From an optimization exercise on the open Yosys and OpenROAD flow, aimed at a short achievable clock period and few clock cycles; shortcuts taken in it are not production practice. The RTL was checked by simulation tests, not by an equivalence proof against the original design. The flow treats the clock pin as an ideal source, which a real chip does not have. Power figures rest on the tool's default switching activity, not on a simulated workload.

==> v24: inputs <==
## hankel_column_generator
module hankel_column_generator #(
   parameter int MAX_WINDOW = hcg_pkg::DEFAULT_MAX_WINDOW
) (
   input  logic                                clock,
   input  logic                                reset,
   input  logic                                req_valid,
   output logic                                req_ready,
   input  logic [hcg_pkg::COORD_BITS-1:0]      req_x_coord,
   input  logic [hcg_pkg::COORD_BITS-1:0]      req_y_coord,
   input  logic                                req_starts_track,
   output logic                                rsp_valid,
   input  logic                                rsp_ready,
   output logic [hcg_pkg::COORD_BITS-1:0]      rsp_element,
   output logic [hcg_pkg::ROW_BITS-1:0]        rsp_row_index,
   output logic [hcg_pkg::COL_BITS-1:0]        rsp_column_index,
   output logic                                rsp_column_end,
   input  logic                                csr_write_en,
   input  logic [hcg_pkg::CSR_INDEX_BITS-1:0]  csr_index,
   input  logic [hcg_pkg::CSR_DATA_BITS-1:0]   csr_write_data
);
Settings: LEC_CHECK=0, ABC_CLOCK_PERIOD_IN_PS=2000, CAP_MARGIN=20, CORE_MARGIN=2, CORE_UTILIZATION=50, SETUP_SLACK_MARGIN=2.4, SLEW_MARGIN=20, TNS_END_PERCENT=100; clock period 4.5 ns.
standard.sh (not shown) runs the stock make flow with config.mk's settings and CLKGATE_MAP_FILE= SYNTH_SCRIPT=/design/flow/synth_recipe.tcl, a recipe that flattens the netlist after the stock synthesis.
==> flow/flow/run.sh <==
#!/bin/bash
set -euo pipefail
R=orfs/results/${FLOW_PLATFORM}/hankel_column_generator/base
bash standard.sh synth > standard_synth.log 2>&1
bash standard.sh cts > standard_cts.log 2>&1
ODB_IN=$R/4_cts.odb ODB_OUT=$R/4_cts_cttop.odb \
   openroad -no_init -exit flow/cttop.tcl > cttop.log 2>&1
cp $R/4_cts_cttop.odb $R/4_cts.odb
touch $R/4_cts.sdc
bash standard.sh finish > standard_finish.log 2>&1
test -f out/final.def
Other scripts of this flow, unchanged in this note and not shown: flow/flow/cttop.tcl
==> v12: changes against v24 <==
--- a/flow/design.v
+++ b/flow/design.v
@@ -18,11 +18,10 @@
 module hcg_window_ram #(
    parameter int DEPTH      = 64,
    parameter int COORD_BITS = 16
 ) (
    input  logic                      clock,
-   input  logic                      wr_en,
    input  logic [DEPTH-1:0]          wr_sel,
    input  logic [2*COORD_BITS-1:0]   wr_data,
    input  logic [2*DEPTH-1:0]        rd_sel,
    output logic [8*COORD_BITS-1:0]   cand_data
 );
@@ -31,11 +30,11 @@
    logic [DEPTH*PW-1:0]     mem_ff;       
    logic [8*COORD_BITS-1:0] cand_ff;
    logic [COORD_BITS-1:0]   pick [GROUPS];
    always_ff @(posedge clock) begin
       for (int i = 0; i < DEPTH; i++) begin
-         if (wr_en && wr_sel[i]) begin
+         if (wr_sel[i]) begin
             mem_ff[PW*i +: PW] <= wr_data;
          end
       end
    end
    always_comb begin
@@ -129,10 +128,12 @@
    end
    logic [SEEN_BITS-1:0]   seen_ff;
    logic [SEEN_BITS-1:0]   seen_next;
    logic [PTR_BITS-1:0]    wp_ff;
    logic [STORE_SLOTS-1:0] wsel_ff;     
+   logic [STORE_SLOTS-1:0] we1_ff;      
+   logic                   acc;         
    logic                   s2_v;
    logic [SEEN_BITS-1:0]   s2_seen;
    logic [WINDOW_BITS-1:0] s2_w;
    logic                   s2_lay;
    logic [PTR_BITS-1:0]    s2_p;
@@ -144,13 +145,17 @@
    always_ff @(posedge clock) begin
       if (reset) begin
          seen_ff <= '0;
          wp_ff   <= '0;
          wsel_ff <= STORE_SLOTS'(1);
+         we1_ff  <= '0;
          s2_v    <= 1'b0;
       end else begin
          s2_v <= s1_v;
+         if (!acc)      we1_ff <= '0;
+         else if (s1_v) we1_ff <= {wsel_ff[STORE_SLOTS-2:0], wsel_ff[STORE_SLOTS-1]};
+         else           we1_ff <= wsel_ff;
          if (s1_v) begin
             seen_ff <= seen_next;
             wp_ff   <= wp_ff + 1'b1;
             wsel_ff <= {wsel_ff[STORE_SLOTS-2:0], wsel_ff[STORE_SLOTS-1]};
          end
@@ -324,12 +329,11 @@
    hcg_window_ram #(
       .DEPTH      (STORE_SLOTS),
       .COORD_BITS (COORD_BITS)
    ) u_store (
       .clock     (clock),
-      .wr_en     (s1_v),
-      .wr_sel    (wsel_ff),
+      .wr_sel    (we1_ff),
       .wr_data   ({s1_x, s1_y}),
       .rd_sel    (g_sel),
       .cand_data (cand)
    );
    always_ff @(posedge clock) begin
@@ -360,17 +364,20 @@
    logic [1:0]             f_cnt;
    logic                   take;
    logic                   take_r;
    logic                   to_fifo;
    logic [EW-1:0]          f_head;
+   logic [1:0]             f_cnt_tk, f_cnt_nt;
    logic                   e_sel_f, e_sel_b, e_sel_h;
    logic [2:0]             occ_ff;
    logic [2:0]             occ_up;
    assign take    = v0 & rsp_ready;
    assign take_r  = rv_ff & rsp_ready;
    assign to_fifo = take ? (f_cnt != 2'd0) : v0;
    assign f_head  = f_rd ? f1 : f0;
+   assign f_cnt_tk = (f_cnt != 2'd0) ? f_cnt - 2'd1 + 2'(b_v) : 2'd0;
+   assign f_cnt_nt = f_cnt + 2'(b_v & v0);
    assign e_sel_f = take & (f_cnt != 2'd0);
    assign e_sel_b = (take & (f_cnt == 2'd0)) | (~take & ~v0);
    assign e_sel_h = ~take & v0;
    assign occ_up  = occ_ff + 3'(issue);
    always_ff @(posedge clock) begin
@@ -390,55 +397,64 @@
          else           v0 <= v0 | b_v;
          if (take_r)    rv_ff <= (f_cnt != 2'd0) | b_v;
          else           rv_ff <= rv_ff | b_v;
          if (b_v & to_fifo) f_wr <= ~f_wr;
          if (take && f_cnt != 2'd0) f_rd <= ~f_rd;
-         f_cnt <= f_cnt + 2'(b_v & to_fifo) - 2'(take && f_cnt != 2'd0);
+         f_cnt <= take ? f_cnt_tk : f_cnt_nt;
          if (take) begin
             occ_ff  <= occ_up - 3'd1;
             cred_ff <= (occ_up - 3'd1 < 3'(OQ_DEPTH));
          end else begin
             occ_ff  <= occ_up;
             cred_ff <= (occ_up < 3'(OQ_DEPTH));
          end
       end
    end
-   logic [PTR_BITS-1:0]    wp_next;
    logic [PTR_BITS-1:0]    dist_ff;
+   logic                   s1p_ff;
    logic [2:0]             infl;
-   logic                   acc;
-   logic                   room0, room1;
-   logic                   lead0, lead1, lead2;
-   assign wp_next = wp_ff + PTR_BITS'(s1_v);
-   assign acc     = req_valid & ready_ff;
+   logic                   t_le5, t_le6, t_le7;
+   logic                   room_a_ff, room_b_ff;
+   logic [3:0]             lead_le;     
+   logic                   lead_a, lead_b;
+   assign acc = req_valid & ready_ff;
    always_comb begin
       infl  = 3'(s1_v) + 3'(s2_v) + 3'(t_v) + 3'(s3_v);
-      room0 = 1'b0;
-      room1 = 1'b0;
+      t_le5 = 1'b0;
+      t_le6 = 1'b0;
+      t_le7 = 1'b0;
       for (int k = 0; k <= 4; k++) begin
          if (infl == 3'(k)) begin
-            room0 = !dq_v[DQ_DEPTH - 1 - k];
-            room1 = !dq_v[DQ_DEPTH - 2 - k];
+            t_le5 = !dq_v[DQ_DEPTH - 3 - k];
+            t_le6 = !dq_v[DQ_DEPTH - 2 - k];
+            t_le7 = !dq_v[DQ_DEPTH - 1 - k];
          end
       end
-      lead0 = (dist_ff <= PTR_BITS'(32));
-      lead1 = (dist_ff <= PTR_BITS'(31));
-      lead2 = (dist_ff <= PTR_BITS'(30));
+      for (int j = 0; j < 4; j++) begin
+         lead_le[j] = (dist_ff <= PTR_BITS'(32 - j));
+      end
+      case ({s1p_ff, s1_v})
+         2'b00:          begin lead_a = lead_le[0]; lead_b = lead_le[1]; end
+         2'b01, 2'b10:   begin lead_a = lead_le[1]; lead_b = lead_le[2]; end
+         default:        begin lead_a = lead_le[2]; lead_b = lead_le[3]; end
+      endcase
    end
    always_ff @(posedge clock) begin
-      if (cv)           dist_ff <= wp_next - c_p;
-      else if (dq_v[0]) dist_ff <= wp_next - dq0[D_P +: PTR_BITS];
-      else              dist_ff <= PTR_BITS'(4);
+      if (cv)           dist_ff <= wp_ff - c_p;
+      else if (dq_v[0]) dist_ff <= wp_ff - dq0[D_P +: PTR_BITS];
+      else              dist_ff <= PTR_BITS'(3);
       if (reset) begin
-         ready_ff <= 1'b0;
+         ready_ff  <= 1'b0;
+         s1p_ff    <= 1'b0;
+         room_a_ff <= 1'b0;
+         room_b_ff <= 1'b0;
       end else begin
-         case ({s1_v, acc})
-            2'b00:   ready_ff <= room0 & lead0;
-            2'b01:   ready_ff <= room1 & lead1;
-            2'b10:   ready_ff <= room0 & lead1;
-            default: ready_ff <= room1 & lead2;
-         endcase
+         s1p_ff    <= s1_v;
+         room_a_ff <= acc ? t_le6 : t_le7;
+         room_b_ff <= acc ? t_le5 : t_le6;
+         if (acc) ready_ff <= room_b_ff & lead_b;
+         else     ready_ff <= room_a_ff & lead_a;
       end
    end
    assign req_ready        = ready_ff;
    assign rsp_valid        = rv_ff;
    assign {rsp_element, rsp_row_index, rsp_column_index, rsp_column_end} = e0;
==> impl_metrics.ini <==
[power_and_ir_drop]
pwr-share-clk_pct = 42.4
combPwrFrac_pct = 4.0

[finish]
multi_input_area_sq_um = 23080

[outcome]
outcome = no timing/DRC/antenna violations

[logic_synthesis]
synthSimpleGateAreaFrac_pct = 4.766

[die]
tapcell.inserted = 2854

[setup_path]
cp_slowest_cell = mux4_2
The numbers above come from v24.

==> impl_metrics.ini <==
[setup_path]
cp_slowest_cell = clkdlybuf4s50_1

[die]
tapcell.inserted = 2958

[finish]
multi_input_area_sq_um = 22890

[logic_synthesis]
synthSimpleGateAreaFrac_pct = 4.597

[outcome]
outcome = no timing/DRC/antenna violations

[power_and_ir_drop]
combPwrFrac_pct = 3.5
The numbers above come from v12.

Testbench counts of v24, summed over its fixed seeds: cycles 55,993.
Testbench counts of v12, summed over its fixed seeds: cycles 55,993.

## what the ideal ports hide
The flow's constraints put no driver on any port. The routed layouts listed below were extracted and timed again, unchanged, in two steps. Step 1: set_driving_cell puts a clkbuf_16 on clock and a buf_2 on each other input, an assumption about the parent block. Step 2, shift: input delay + t, output delay - t, t = (earliest + latest rising clock arrival at the registers) / 2. This alone moves slack from input paths to output paths. Three values: ideal, step 1, step 2; two values: the first two.
| run | t (ns) | setup slack, ns | worst hold slack (ns) | latest minus earliest clock arrival (ns) | pins driven straight from the clock port |
|---|---|---|---|---|---|
| v24 | 0.804 | 2.235 / 2.184 / 1.751 | 0.324 / 0.324 / 0.324 | 0.091 / 0.091 | 4 |
| v12 | 0.802 | 2.235 / 2.198 / 1.571 | 0.283 / 0.283 / 0.283 | 0.094 / 0.094 | 4 |
After both steps every run listed still meets setup and hold. The setup slack of v12, which loses most, moves by -0.037 ns with the drivers and by -0.664 ns with both steps.
